Background: an optimization exercise with open tools, aiming at small area. Do not read the settings as production practice. At most, simulation tests tie the RTL to the original design; equivalence was not proved. The clock port is modelled as an ideal driver; clocking choices that lean on that would not hold on a real chip. Power and IR drop assume default switching activity.

==> flow/design.v (excerpt) <==
module imu_pose_gesture_recognizer_top (
    input  logic                             clk,
    input  logic                             rst_n,
    input  logic                             in_valid,
    output logic                             in_ready,
    input  logic signed [15:0]               accel_x,
    input  logic signed [15:0]               accel_y,
    input  logic signed [15:0]               accel_z,
    input  logic signed [15:0]               gyro_x,
    input  logic signed [15:0]               gyro_y,
    input  logic signed [15:0]               gyro_z,
    input  logic [31:0]                      now_ms,
    output logic                             out_valid,
    input  logic                             out_ready,
    output logic [1:0]                       gesture_code,
    output logic [1:0]                       phase_after,
    input  logic                             psel,
    input  logic                             penable,
    input  logic                             pwrite,
    input  logic [4:0]                       paddr,
    input  logic [31:0]                      pwdata,
    output logic [31:0]                      prdata,
    output logic                             pready
);
clock: 10.0 ns
lec_check: 0
cap_margin: 20
core_margin: 2
core_utilization: 55
slew_margin: 20
standard.sh (not shown) runs the stock make flow with config.mk's settings and CLKGATE_MAP_FILE= SYNTH_SCRIPT=/design/flow/synth_recipe.tcl, a recipe that flattens the netlist after the stock synthesis.
==> flow/flow/run.sh <==
#!/bin/bash
# Layout: the standard flow (standard.sh), with changes that only shrink
# overhead cells: the port buffers are the smallest buffer, and CTS builds
# the clock tree from small clock buffers and adds no dummy loads.
# Synthesis, floorplan, power grid, tap cells, placement and routing are the
# standard ones.
set -euo pipefail
cd "$(dirname "$0")/.."
bash standard.sh \
    "BUFFER_PORTS_ARGS=-buffer_cell sky130_fd_sc_hd__buf_1" \
    "CTS_ARGS=-sink_clustering_enable -repair_clock_nets -dont_use_dummy_load -buf_list {sky130_fd_sc_hd__clkbuf_8} -root_buf sky130_fd_sc_hd__clkbuf_8" \
    finish > make_finish.log 2>&1
==> next run, changes <==
--- a/flow/config.mk
+++ b/flow/config.mk
@@ -10 +10 @@
-export CORE_UTILIZATION = 55
+export CORE_UTILIZATION = 65
Outcome: Routed wire length drops by 4.2%; total power drops by 0.47%; area after synthesis does not change; flip-flop and latch count stays the same; combinational power hardly moves; clock power drops by about 2%; core utilization climbs by 10 points; register-to-register slack improved by 70 ps; die area drops by 15%.
==> next run, changes <==
--- a/flow/config.mk
+++ b/flow/config.mk
@@ -10 +10 @@
-export CORE_UTILIZATION = 65
+export CORE_UTILIZATION = 72
Outcome: The new run produced a clean layout. Synthesized area does not change. Utilization came out higher by 8.6 points. Critical path depth stays the same. Hold slack degrades by 17 ps. Design area hardly moves. Worst setup slack improves by 11 ps. Clock-buffer cell count stays the same.
==> next run, changes <==
--- a/flow/flow/run.sh
+++ b/flow/flow/run.sh
@@ -3,2 +3,3 @@
-# overhead cells: the port buffers are the smallest buffer, and CTS builds
-# the clock tree from small clock buffers and adds no dummy loads.
+# overhead cells: the port buffers are the smallest buffer, CTS builds the
+# clock tree from clkbuf_8 and adds no dummy loads, and after CTS a power
+# recovery pass downsizes cells that have slack to spare (flow/post_cts.tcl).
@@ -6 +7,2 @@
-# standard ones.
+# standard ones. Each ORFS step logs to orfs/logs/; make's own output goes
+# to make_finish.log.
@@ -11,0 +14 @@
+    "POST_CTS_TCL=$PWD/flow/post_cts.tcl" \
==> flow/flow/post_cts.tcl (new file) <==
# Sourced by ORFS's CTS step (POST_CTS_TCL) after its own timing repair.
# Power recovery: downsize cells on paths whose slack allows it. This only
# swaps cells for smaller ones of the same function; the cells keep their
# places, and detailed placement checks that they stay legal.
estimate_parasitics -placement
repair_timing -recover_power 100 -verbose
detailed_placement
check_placement -verbose
estimate_parasitics -placement
report_worst_slack -max
report_worst_slack -min
--- a/flow/config.mk
+++ b/flow/config.mk
@@ -10 +10 @@
-export CORE_UTILIZATION = 72
+export CORE_UTILIZATION = 65
After rerunning:
- cell area hardly moves
- via count drops by a few percent
- power drops slightly
- die area climbs by roughly a tenth
- synthesized cell count does not change
- setup slack got worse by 6.4 ps
- sequential share of layout area hardly moves
- clock-buffer cell count is unchanged
- first-iteration DRC count drops by a few percent
- synthesized area is unchanged
- critical path depth is unchanged

========
imu_pose_gesture_recognizer_top, a different RTL version from the one above (not shown whole).
Size: about 200 flip-flops, about 13,000 um2 of cells after synthesis.
==> flow/config.mk <==
export PLATFORM = sky130hd
export DESIGN_NAME = imu_pose_gesture_recognizer_top
export DESIGN_NICKNAME = imu_pose_gesture_recognizer_top
export VERILOG_FILES = /design/flow/design.v
export SDC_FILE = /design/flow/constraint.sdc
export NUM_CORES = 4
export LEC_CHECK = 0
export CAP_MARGIN = 20
export CORE_MARGIN = 2
export CORE_UTILIZATION = 40
export SLEW_MARGIN = 20
==> flow/constraint.sdc <==
create_clock -name core_clock -period 10.0 [get_ports {clk}]
set_input_delay 2.0000 -clock core_clock [delete_from_list [all_inputs] [get_ports {clk}]]
set_output_delay 2.0000 -clock core_clock [all_outputs]
set_load 0.01 [all_outputs]
==> flow/flow/run.sh <==
#!/bin/bash
# Layout: the standard flow (standard.sh), with changes that only shrink
# overhead cells: the port buffers are the smallest buffer, and CTS builds
# the clock tree from small clock buffers and adds no dummy loads.
# Synthesis, floorplan, power grid, tap cells, placement and routing are the
# standard ones.
set -euo pipefail
cd "$(dirname "$0")/.."
bash standard.sh \
    "BUFFER_PORTS_ARGS=-buffer_cell sky130_fd_sc_hd__buf_1" \
    "CTS_ARGS=-sink_clustering_enable -repair_clock_nets -dont_use_dummy_load -buf_list {sky130_fd_sc_hd__clkbuf_8} -root_buf sky130_fd_sc_hd__clkbuf_8" \
    finish > make_finish.log 2>&1
The baseline finished clean.
==> next run, changes <==
- CORE_UTILIZATION: 40 -> 65
Synthesized area is unchanged.
Final area came out lower slightly.
Fmax came out higher by a few percent.
Clock power came out lower by a few percent.
Final cell count came out lower by a little under a tenth.
Total power came out higher slightly.
Wire length came out lower by a few percent.
Setup slack gets better by 0.21 ns.
Die area came out lower by well over a third.
Clock-buffer cell count is unchanged.
Function was not checked in any run of this note: the RTL went through the layout flow alone.

==> port drivers added, routing unchanged <==
No port has a modelled driver above. Below, the same layouts with a new extraction and two added sets of constraints. Step 1 assumes that a clkbuf_16 drives the clock port and a buf_2 every other input. Step 2 also shifts input and output timing later by t, the mid clock arrival at the registers, as if the neighbouring blocks saw the same clock. Slacks: ideal ports / drivers / drivers and shift; pairs: ideal ports / drivers.
run | t (ns) | slack for setup (ns) | hold WS [ns] | clock arrival spread, ns | worst slew at a driven data input, ns
the first run of note 1 | 0.492 | 0.985 / 1.003 / 0.511 | 0.464 / 0.464 / 0.464 | 0.036 / 0.036 | 0.07
the second run of note 1 | 0.487 | 1.045 / 1.057 / 0.569 | 0.491 / 0.491 / 0.491 | 0.031 / 0.031 | 0.06
the third run of note 1 | 0.502 | 1.057 / 1.070 / 0.567 | 0.473 / 0.473 / 0.473 | 0.037 / 0.037 | 0.06
the fourth run of note 1 | 0.490 | 1.050 / 1.062 / 0.571 | 0.495 / 0.495 / 0.495 | 0.031 / 0.031 | 0.06
the first run of note 2 | 0.494 | 0.841 / 0.841 / 0.578 | 0.497 / 0.497 / 0.497 | 0.038 / 0.038 | 0.07
the second run of note 2 | 0.492 | 1.050 / 1.065 / 0.573 | 0.481 / 0.481 / 0.481 | 0.047 / 0.046 | 0.06
After both steps every run listed still meets setup and hold. For the third run of note 1, which loses most, drivers alone change the setup slack by +0.013 ns; drivers and shift together by -0.490 ns.
